Context: an optimization exercise on an open-source flow, tuned for small area and few clock cycles per item. The choices shown serve that exercise and are no tape-out recipe.
The RTL was checked by simulation tests, not by an equivalence proof against the original design.
Power figures rest on the tool's default switching activity, not on a simulated workload. The clock port is modelled as an ideal driver; clocking choices that lean on that would not hold on a real chip.

==> inputs of run E <==
==> flow/design.v (excerpt) <==
module palette_bitplane_tile_encoder #(
    parameter int PALETTE_DEPTH = 16
) (
    input  logic                            aclk,
    input  logic                            aresetn,
    input  logic                            s_tvalid,
    output logic                            s_tready,
    input  logic [pbte_pkg::COLOR_W-1:0]    s_tdata,   
    input  logic                            s_tuser,   
    output logic                            m_tvalid,
    input  logic                            m_tready,
    output logic [pbte_pkg::TDATA_W-1:0]    m_tdata,
    input  logic                            psel,
    input  logic                            penable,
    input  logic                            pwrite,
    input  logic [pbte_pkg::APB_ADDR_W-1:0] paddr,
    input  logic [pbte_pkg::APB_DATA_W-1:0] pwdata,
    output logic [pbte_pkg::APB_DATA_W-1:0] prdata,
    output logic                            pready
);
==> module pbte_palette, before the edit <==
module pbte_palette #(
    parameter int PALETTE_DEPTH = 16
) (
    input  logic                         aclk,
    input  logic                         aresetn,
    input  logic                         step,
    input  logic                         learn,
    input  logic [pbte_pkg::COLOR_W-1:0] color,
    input  logic                         clear,
    output logic                         busy,
    output logic [pbte_pkg::STORED_W-1:0] colors_stored,
    output logic                         palette_overflow,
    output logic                         low_bit,
    output logic                         high_bit
);
    localparam int SLOTS = PALETTE_DEPTH - 3;
    localparam int CNT_W = $clog2(PALETTE_DEPTH + 1);
    logic [pbte_pkg::COLOR_W-1:0] bank_reg [1:3];
    logic [pbte_pkg::COLOR_W-1:0] slot_reg [SLOTS];
    logic [SLOTS-1:0]             slot_vld;
    logic [pbte_pkg::COLOR_W-1:0] spare_reg;
    logic                         spare_vld;
    logic [CNT_W-1:0]             count_reg;
    logic                         overflow_reg;
    logic [CNT_W-1:0] count_eff;
    logic [3:1]       bank_hit;
    logic             other_hit;
    logic             hit;
    logic             full;
    logic             store;
    logic             to_bank;
    logic             to_ring;
    logic             new_ring;   
    logic             gap;        
    logic             clr;
    assign clr = step && clear;
    always_comb begin
        count_eff = clear ? '0 : count_reg;
        for (int i = 1; i <= 3; i++) begin
            bank_hit[i] = (CNT_W'(i) < count_eff) && (bank_reg[i] == color);
        end
        other_hit = !clear && spare_vld && (spare_reg == color);
        for (int i = 0; i < SLOTS; i++) begin
            if (!clear && slot_vld[i] && (slot_reg[i] == color)) other_hit = 1'b1;
        end
        hit = (|bank_hit) || other_hit;
        full     = (count_eff >= CNT_W'(PALETTE_DEPTH));
        store    = !hit && learn && !full;
        to_bank  = store && (count_eff >= CNT_W'(1)) && (count_eff <= CNT_W'(3));
        to_ring  = store && !to_bank;
        new_ring = step && to_ring;
        gap      = !slot_vld[SLOTS-1];
        low_bit  = bank_hit[1] || bank_hit[3]
                   || (to_bank && ((count_eff == CNT_W'(1)) || (count_eff == CNT_W'(3))));
        high_bit = bank_hit[2] || bank_hit[3]
                   || (to_bank && ((count_eff == CNT_W'(2)) || (count_eff == CNT_W'(3))));
    end
    assign busy = spare_vld && !gap && to_ring;
    assign colors_stored    = pbte_pkg::STORED_W'(count_reg);
    assign palette_overflow = overflow_reg;
    always_ff @(posedge aclk) begin
        if (!aresetn) begin
            count_reg    <= '0;
            overflow_reg <= 1'b0;
        end else if (step) begin
            count_reg    <= store ? count_eff + CNT_W'(1) : count_eff;
            overflow_reg <= (!clear && overflow_reg) || (!hit && learn && full);
        end
    end
    always_ff @(posedge aclk) begin
        for (int i = 1; i <= 3; i++) begin
            if (count_reg == CNT_W'(i)) bank_reg[i] <= color;
        end
    end
    always_ff @(posedge aclk) begin
        for (int i = 1; i < SLOTS; i++) slot_reg[i] <= slot_reg[i-1];
        if (!gap)           slot_reg[0] <= slot_reg[SLOTS-1];
        else if (spare_vld) slot_reg[0] <= spare_reg;
        else                slot_reg[0] <= color;
    end
    always_ff @(posedge aclk) begin
        if (!aresetn) begin
            slot_vld <= '0;
        end else begin
            slot_vld[SLOTS-1:1] <= slot_vld[SLOTS-2:0] & {(SLOTS-1){!clr}};
            if (!gap)           slot_vld[0] <= slot_vld[SLOTS-1] && !clr;
            else if (spare_vld) slot_vld[0] <= !clr;
            else                slot_vld[0] <= new_ring;
        end
    end
    always_ff @(posedge aclk) begin
        if (!aresetn) begin
            spare_vld <= 1'b0;
        end else begin
            spare_vld <= (new_ring && (spare_vld || !gap))
                         || (spare_vld && !gap && !clr);
        end
    end
    always_ff @(posedge aclk) begin
        if (!spare_vld || gap) spare_reg <= color;
    end
endmodule
==> module palette_bitplane_tile_encoder, before the edit <==
module palette_bitplane_tile_encoder #(
    parameter int PALETTE_DEPTH = 16
) (
    input  logic                            aclk,
    input  logic                            aresetn,
    input  logic                            s_tvalid,
    output logic                            s_tready,
    input  logic [pbte_pkg::COLOR_W-1:0]    s_tdata,   
    input  logic                            s_tuser,   
    output logic                            m_tvalid,
    input  logic                            m_tready,
    output logic [pbte_pkg::TDATA_W-1:0]    m_tdata,
    input  logic                            psel,
    input  logic                            penable,
    input  logic                            pwrite,
    input  logic [pbte_pkg::APB_ADDR_W-1:0] paddr,
    input  logic [pbte_pkg::APB_DATA_W-1:0] pwdata,
    output logic [pbte_pkg::APB_DATA_W-1:0] prdata,
    output logic                            pready
);
    logic                          learn_reg;
    logic                          m_valid_reg;
    logic                          busy;
    logic                          step;
    logic                          emit;
    logic                          low_bit;
    logic                          high_bit;
    logic [pbte_pkg::TILE_W-1:0]   plane_low;
    logic [pbte_pkg::TILE_W-1:0]   plane_high;
    logic [pbte_pkg::STORED_W-1:0] colors_stored;
    logic                          palette_overflow;
    assign pready = 1'b1;
    always_comb begin
        prdata = '0;
        if (paddr[2] == pbte_pkg::REG_LEARN_COLORS) begin
            prdata[0] = learn_reg;
        end
    end
    always_ff @(posedge aclk) begin
        if (!aresetn) begin
            learn_reg <= 1'b1;
        end else if (psel && penable && pwrite
                     && (paddr[2] == pbte_pkg::REG_LEARN_COLORS)) begin
            learn_reg <= pwdata[0];
        end
    end
    assign s_tready = !busy && (!m_valid_reg || m_tready);
    assign step     = s_tvalid && s_tready;
    always_ff @(posedge aclk) begin
        if (!aresetn) begin
            m_valid_reg <= 1'b0;
        end else if (step && emit) begin
            m_valid_reg <= 1'b1;
        end else if (m_tready) begin
            m_valid_reg <= 1'b0;
        end
    end
    pbte_palette #(
        .PALETTE_DEPTH (PALETTE_DEPTH)
    ) u_palette (
        .aclk             (aclk),
        .aresetn          (aresetn),
        .step             (step),
        .learn            (learn_reg),
        .color            (s_tdata),
        .clear            (s_tuser),
        .busy             (busy),
        .colors_stored    (colors_stored),
        .palette_overflow (palette_overflow),
        .low_bit          (low_bit),
        .high_bit         (high_bit)
    );
    pbte_planes u_planes (
        .aclk       (aclk),
        .aresetn    (aresetn),
        .step       (step),
        .clear      (s_tuser),
        .low_bit    (low_bit),
        .high_bit   (high_bit),
        .emit       (emit),
        .plane_low  (plane_low),
        .plane_high (plane_high)
    );
    assign m_tvalid = m_valid_reg;
    assign m_tdata  = {{(pbte_pkg::TDATA_W - pbte_pkg::TILE_BITS){1'b0}},
                       palette_overflow, colors_stored, plane_high, plane_low};
endmodule
Settings: LEC_CHECK=0, CAP_MARGIN=20, CORE_MARGIN=2, CORE_UTILIZATION=40, CTS_BUF_LIST=sky130_fd_sc_hd__clkbuf_4 sky130_fd_sc_hd__clkbuf_8, CTS_CLUSTER_SIZE=30, SLEW_MARGIN=20; clock period 5.0 ns.
run.sh (not shown) runs the stock make flow with config.mk's settings and CLKGATE_MAP_FILE= SYNTH_SCRIPT=/design/flow/synth_recipe.tcl, a recipe that flattens the netlist after the stock synthesis.
==> run K (differences from run E) <==
--- a/flow/design.v
+++ b/flow/design.v
@@ -40,2 +40,3 @@
     localparam int SLOTS = PALETTE_DEPTH - 3;
+    localparam int HALF  = (SLOTS + 1) / 2;   
     localparam int CNT_W = $clog2(PALETTE_DEPTH + 1);
@@ -55,5 +56,6 @@
     logic             to_bank;
-    logic             to_ring;
     logic             new_ring;   
-    logic             gap;        
+    logic             gap_a;      
+    logic             gap_b;      
+    logic             spare_b;    
     logic             clr;
@@ -73,5 +75,3 @@
         to_bank  = store && (count_eff >= CNT_W'(1)) && (count_eff <= CNT_W'(3));
-        to_ring  = store && !to_bank;
-        new_ring = step && to_ring;
-        gap      = !slot_vld[SLOTS-1];
+        new_ring = step && store && !to_bank;
         low_bit  = bank_hit[1] || bank_hit[3]
@@ -81,3 +81,7 @@
     end
-    assign busy = spare_vld && !gap && to_ring;
+    assign gap_a   = !slot_vld[HALF-1];
+    assign gap_b   = !slot_vld[SLOTS-1];
+    assign spare_b = spare_vld && !gap_a;
+    assign busy    = spare_vld && !gap_a && !gap_b && learn
+                     && (count_reg < CNT_W'(PALETTE_DEPTH));
     assign colors_stored    = pbte_pkg::STORED_W'(count_reg);
@@ -99,6 +103,11 @@
     always_ff @(posedge aclk) begin
-        for (int i = 1; i < SLOTS; i++) slot_reg[i] <= slot_reg[i-1];
-        if (!gap)           slot_reg[0] <= slot_reg[SLOTS-1];
+        for (int i = 1; i < SLOTS; i++) begin
+            if (i != HALF) slot_reg[i] <= slot_reg[i-1];
+        end
+        if (!gap_a)         slot_reg[0] <= slot_reg[HALF-1];
         else if (spare_vld) slot_reg[0] <= spare_reg;
         else                slot_reg[0] <= color;
+        if (!gap_b)         slot_reg[HALF] <= slot_reg[SLOTS-1];
+        else if (spare_b)   slot_reg[HALF] <= spare_reg;
+        else                slot_reg[HALF] <= color;
     end
@@ -108,6 +117,11 @@
         end else begin
-            slot_vld[SLOTS-1:1] <= slot_vld[SLOTS-2:0] & {(SLOTS-1){!clr}};
-            if (!gap)           slot_vld[0] <= slot_vld[SLOTS-1] && !clr;
+            for (int i = 1; i < SLOTS; i++) begin
+                if (i != HALF) slot_vld[i] <= slot_vld[i-1] && !clr;
+            end
+            if (!gap_a)         slot_vld[0] <= slot_vld[HALF-1] && !clr;
             else if (spare_vld) slot_vld[0] <= !clr;
             else                slot_vld[0] <= new_ring;
+            if (!gap_b)         slot_vld[HALF] <= slot_vld[SLOTS-1] && !clr;
+            else if (spare_b)   slot_vld[HALF] <= !clr;
+            else                slot_vld[HALF] <= new_ring && (!gap_a || spare_vld);
         end
@@ -117,9 +131,10 @@
             spare_vld <= 1'b0;
+        end else if (spare_vld) begin
+            spare_vld <= (gap_a && gap_b) ? 1'b0 : ((gap_a || gap_b || clr) ? new_ring : 1'b1);
         end else begin
-            spare_vld <= (new_ring && (spare_vld || !gap))
-                         || (spare_vld && !gap && !clr);
-        end
-    end
-    always_ff @(posedge aclk) begin
-        if (!spare_vld || gap) spare_reg <= color;
+            spare_vld <= new_ring && !gap_a && !gap_b;
+        end
+    end
+    always_ff @(posedge aclk) begin
+        if (!spare_vld || gap_a || gap_b || clr) spare_reg <= color;
     end
==> flow/flow/run.sh (new file) <==
#!/bin/bash
# The standard layout, with the clock tree built without dummy loads.
set -euo pipefail
export CTS_ARGS="-sink_clustering_enable -repair_clock_nets -dont_use_dummy_load"
bash standard.sh > orfs_make.log 2>&1
==> flow/standard.sh (new file) <==
#!/bin/bash
# synth_recipe.tcl (not shown) runs the flow's synth.tcl, then flattens the netlist and writes it again
# the make line also repeats each setting of config.mk as NAME=value (left out here)
make -C /OpenROAD-flow-scripts/flow DESIGN_CONFIG=/design/flow/config.mk WORK_HOME=/design/flow/orfs CLKGATE_MAP_FILE= SYNTH_SCRIPT=/design/flow/synth_recipe.tcl "${@:-finish}"
--- a/flow/config.mk
+++ b/flow/config.mk
@@ -10,4 +10,2 @@
 export CORE_UTILIZATION = 40
-export CTS_BUF_LIST = sky130_fd_sc_hd__clkbuf_4 sky130_fd_sc_hd__clkbuf_8
-export CTS_CLUSTER_SIZE = 30
 export SLEW_MARGIN = 20
removed: flow/run.sh
==> run P (differences from run E) <==
--- a/flow/design.v
+++ b/flow/design.v
@@ -30,2 +30,3 @@
     input  logic                         step,
+    input  logic                         offer,   
     input  logic                         learn,
@@ -40,2 +41,3 @@
     localparam int SLOTS = PALETTE_DEPTH - 3;
+    localparam int HALF  = (SLOTS + 1) / 2;   
     localparam int CNT_W = $clog2(PALETTE_DEPTH + 1);
@@ -44,4 +46,2 @@
     logic [SLOTS-1:0]             slot_vld;
-    logic [pbte_pkg::COLOR_W-1:0] spare_reg;
-    logic                         spare_vld;
     logic [CNT_W-1:0]             count_reg;
@@ -50,3 +50,3 @@
     logic [3:1]       bank_hit;
-    logic             other_hit;
+    logic             ring_hit;
     logic             hit;
@@ -57,5 +57,6 @@
     logic             new_ring;   
-    logic             gap;        
+    logic             gap_a;      
+    logic             gap_b;      
     logic             clr;
-    assign clr = step && clear;
+    assign clr = offer && clear;   
     always_comb begin
@@ -65,7 +66,7 @@
         end
-        other_hit = !clear && spare_vld && (spare_reg == color);
+        ring_hit = 1'b0;
         for (int i = 0; i < SLOTS; i++) begin
-            if (!clear && slot_vld[i] && (slot_reg[i] == color)) other_hit = 1'b1;
-        end
-        hit = (|bank_hit) || other_hit;
+            if (!clear && slot_vld[i] && (slot_reg[i] == color)) ring_hit = 1'b1;
+        end
+        hit = (|bank_hit) || ring_hit;
         full     = (count_eff >= CNT_W'(PALETTE_DEPTH));
@@ -75,3 +76,2 @@
         new_ring = step && to_ring;
-        gap      = !slot_vld[SLOTS-1];
         low_bit  = bank_hit[1] || bank_hit[3]
@@ -81,3 +81,5 @@
     end
-    assign busy = spare_vld && !gap && to_ring;
+    assign gap_a = !slot_vld[HALF-1];
+    assign gap_b = !slot_vld[SLOTS-1];
+    assign busy  = !gap_a && !gap_b && to_ring && !clear;
     assign colors_stored    = pbte_pkg::STORED_W'(count_reg);
@@ -99,6 +101,7 @@
     always_ff @(posedge aclk) begin
-        for (int i = 1; i < SLOTS; i++) slot_reg[i] <= slot_reg[i-1];
-        if (!gap)           slot_reg[0] <= slot_reg[SLOTS-1];
-        else if (spare_vld) slot_reg[0] <= spare_reg;
-        else                slot_reg[0] <= color;
+        for (int i = 1; i < SLOTS; i++) begin
+            if (i != HALF) slot_reg[i] <= slot_reg[i-1];
+        end
+        slot_reg[0]    <= (gap_a || clr) ? color : slot_reg[HALF-1];
+        slot_reg[HALF] <= gap_b ? color : slot_reg[SLOTS-1];
     end
@@ -108,18 +111,9 @@
         end else begin
-            slot_vld[SLOTS-1:1] <= slot_vld[SLOTS-2:0] & {(SLOTS-1){!clr}};
-            if (!gap)           slot_vld[0] <= slot_vld[SLOTS-1] && !clr;
-            else if (spare_vld) slot_vld[0] <= !clr;
-            else                slot_vld[0] <= new_ring;
-        end
-    end
-    always_ff @(posedge aclk) begin
-        if (!aresetn) begin
-            spare_vld <= 1'b0;
-        end else begin
-            spare_vld <= (new_ring && (spare_vld || !gap))
-                         || (spare_vld && !gap && !clr);
-        end
-    end
-    always_ff @(posedge aclk) begin
-        if (!spare_vld || gap) spare_reg <= color;
+            for (int i = 1; i < SLOTS; i++) begin
+                if (i != HALF) slot_vld[i] <= slot_vld[i-1] && !clr;
+            end
+            slot_vld[0]    <= (gap_a || clr) ? new_ring : slot_vld[HALF-1];
+            slot_vld[HALF] <= gap_b ? (new_ring && !gap_a && !clr)
+                                    : (slot_vld[SLOTS-1] && !clr);
+        end
     end
@@ -218,2 +212,3 @@
         .step             (step),
+        .offer            (s_tvalid && (!m_valid_reg || m_tready)),
         .learn            (learn_reg),
==> flow/flow/run.sh (new file) <==
#!/bin/bash
# The standard layout with two changes: the ports are buffered with
# sky130_fd_sc_hd__buf_1 cells, and the clock tree is built without dummy loads.
# make's output goes to orfs_make.log; each tool's own log is under orfs/logs/.
set -euo pipefail
export BUFFER_PORTS_ARGS="-buffer_cell sky130_fd_sc_hd__buf_1"
export CTS_ARGS="-sink_clustering_enable -repair_clock_nets -dont_use_dummy_load -sink_clustering_size 30 -sink_clustering_max_diameter 100"
bash standard.sh finish > orfs_make.log 2>&1
==> flow/standard.sh (new file) <==
#!/bin/bash
# synth_recipe.tcl (not shown) runs the flow's synth.tcl, then flattens the netlist and writes it again
# the make line also repeats each setting of config.mk as NAME=value (left out here)
make -C /OpenROAD-flow-scripts/flow DESIGN_CONFIG=/design/flow/config.mk WORK_HOME=/design/flow/orfs CLKGATE_MAP_FILE= SYNTH_SCRIPT=/design/flow/synth_recipe.tcl "${@:-finish}"
--- a/flow/config.mk
+++ b/flow/config.mk
@@ -10,4 +10,5 @@
 export CORE_UTILIZATION = 40
-export CTS_BUF_LIST = sky130_fd_sc_hd__clkbuf_4 sky130_fd_sc_hd__clkbuf_8
+export CTS_CLUSTER_DIAMETER = 100
 export CTS_CLUSTER_SIZE = 30
+export PLACE_DENSITY = 0.8
 export SLEW_MARGIN = 20
removed: flow/run.sh
==> run Y (differences from run E) <==
--- a/flow/design.v
+++ b/flow/design.v
@@ -56,4 +56,5 @@
     logic             to_ring;
-    logic             new_ring;   
     logic             gap;        
+    logic             ins_new;
+    logic             ins_spare;
     logic             clr;
@@ -70,8 +71,9 @@
         hit = (|bank_hit) || other_hit;
-        full     = (count_eff >= CNT_W'(PALETTE_DEPTH));
-        store    = !hit && learn && !full;
-        to_bank  = store && (count_eff >= CNT_W'(1)) && (count_eff <= CNT_W'(3));
-        to_ring  = store && !to_bank;
-        new_ring = step && to_ring;
-        gap      = !slot_vld[SLOTS-1];
+        full    = (count_eff >= CNT_W'(PALETTE_DEPTH));
+        store   = !hit && learn && !full;
+        to_bank = store && (count_eff >= CNT_W'(1)) && (count_eff <= CNT_W'(3));
+        to_ring = store && !to_bank;
+        gap       = !slot_vld[SLOTS-1] || clear;
+        ins_new   = step && to_ring && gap;
+        ins_spare = spare_vld && !clr && gap && !(step && to_ring);
         low_bit  = bank_hit[1] || bank_hit[3]
@@ -95,3 +97,3 @@
         for (int i = 1; i <= 3; i++) begin
-            if (count_reg == CNT_W'(i)) bank_reg[i] <= color;
+            if (step && to_bank && (count_eff[1:0] == 2'(i))) bank_reg[i] <= color;
         end
@@ -100,5 +102,5 @@
         for (int i = 1; i < SLOTS; i++) slot_reg[i] <= slot_reg[i-1];
-        if (!gap)           slot_reg[0] <= slot_reg[SLOTS-1];
-        else if (spare_vld) slot_reg[0] <= spare_reg;
-        else                slot_reg[0] <= color;
+        if (ins_new)        slot_reg[0] <= color;
+        else if (ins_spare) slot_reg[0] <= spare_reg;
+        else                slot_reg[0] <= slot_reg[SLOTS-1];
     end
@@ -108,18 +110,17 @@
         end else begin
-            slot_vld[SLOTS-1:1] <= slot_vld[SLOTS-2:0] & {(SLOTS-1){!clr}};
-            if (!gap)           slot_vld[0] <= slot_vld[SLOTS-1] && !clr;
-            else if (spare_vld) slot_vld[0] <= !clr;
-            else                slot_vld[0] <= new_ring;
-        end
-    end
-    always_ff @(posedge aclk) begin
-        if (!aresetn) begin
+            slot_vld <= {slot_vld[SLOTS-2:0] & {(SLOTS-1){!clr}},
+                         ins_new || ins_spare || (slot_vld[SLOTS-1] && !clr)};
+        end
+    end
+    always_ff @(posedge aclk) begin
+        if (!aresetn || clr) begin
             spare_vld <= 1'b0;
-        end else begin
-            spare_vld <= (new_ring && (spare_vld || !gap))
-                         || (spare_vld && !gap && !clr);
-        end
-    end
-    always_ff @(posedge aclk) begin
-        if (!spare_vld || gap) spare_reg <= color;
+        end else if (step && to_ring && !gap) begin
+            spare_vld <= 1'b1;
+        end else if (ins_spare) begin
+            spare_vld <= 1'b0;
+        end
+    end
+    always_ff @(posedge aclk) begin
+        if (step && to_ring && !gap) spare_reg <= color;
     end
--- a/flow/config.mk
+++ b/flow/config.mk
@@ -10,4 +10,2 @@
 export CORE_UTILIZATION = 40
-export CTS_BUF_LIST = sky130_fd_sc_hd__clkbuf_4 sky130_fd_sc_hd__clkbuf_8
-export CTS_CLUSTER_SIZE = 30
 export SLEW_MARGIN = 20
==> comparison table <==
quantity                                                                             run P                              run Y                               run E                              run K
Result of the run                                         no timing/DRC/antenna violations   no timing/DRC/antenna violations    no timing/DRC/antenna violations   no timing/DRC/antenna violations
Power per cell area                                                            357 nW/um^2                        446 nW/um^2                         398 nW/um^2                        390 nW/um^2
Final critical path time including I/O delays and setup                            4490 ps                            4890 ps                             4920 ps                            3770 ps
DPL Wire Length                                                                   33900 um                           46900 um                            47500 um                           43700 um
Hold endpoint                                            u_palette.slot_reg[3][11]$_DFF_P_  u_palette.slot_reg[12][5]$_DFF_P_  u_palette.slot_reg[10][31]$_DFF_P_  u_palette.slot_reg[10][3]$_DFF_P_
Final period utilization                                                             0.898                              0.979                               0.984                              0.754
Critical Path End Type                                                         output port                        output port                         output port                           register
Count of state elements after synthesis                                                552                                585                                 585                                585
Transition time at the pin with the least slew margin                               676 ps                            1060 ps                             1080 ps                             785 ps
Global-route met1 utilization                                                        0.240                              0.310                               0.297                              0.289
FP Rows                                                                                 82                                 84                                  84                                 86
Post-Synth Adder-Cell Area                                                         0.00310                            0.00293                             0.00293                            0.00326
Final worst slack                                                                   512 ps                             105 ps                             82.3 ps                            1230 ps
Reg power frac                                                                       0.635                              0.506                               0.510                              0.536
Testbench counts of run E, summed over its fixed seeds: cycles 33,098, pixels 32,768.
Testbench counts of run K, summed over its fixed seeds: cycles 32,967, pixels 32,768.
Testbench counts of run P, summed over its fixed seeds: cycles 33,665, pixels 32,768.
Testbench counts of run Y, summed over its fixed seeds: cycles 33,106, pixels 32,768.

==> re-timing with driven ports <==
No port has a modelled driver above. Below, the same layouts with a new extraction and two added sets of constraints.
Step 1, drivers: a clkbuf_16 drives aclk and a buf_2 each remaining input, both assumed.
Step 2 moves the port delays by t, midway between the first and last clock arrival at a register: inputs arrive t later, outputs are due t later. That takes back most of the time a late clock gives input paths.
a / b / c = ideal / step 1 / step 2; a / b = the first two.
| run | shift t [ns] | slack for setup (ns) | worst setup path at the end | clock arrival spread, ns | worst register clock-pin slew, ns |
|---|---|---|---|---|---|
| run E | 0.706 | 0.082 / 0.052 / 0.052 | input to output | 0.025 / 0.026 | 0.07 / 0.07 |
| run K | 0.647 | 1.230 / 1.255 / 0.608 | input to register | 0.072 / 0.072 | 0.06 / 0.06 |
| run P | 0.612 | 0.512 / 0.481 / 0.481 | input to output | 0.052 / 0.052 | 0.11 / 0.11 |
| run Y | 0.676 | 0.105 / 0.081 / -0.175 | input to register | 0.020 / 0.020 | 0.07 / 0.07 |
Met with ideal ports but missed after step 2: setup timing in run Y. For run K, which loses most, drivers alone change the setup slack by +0.025 ns; drivers and shift together by -0.622 ns.
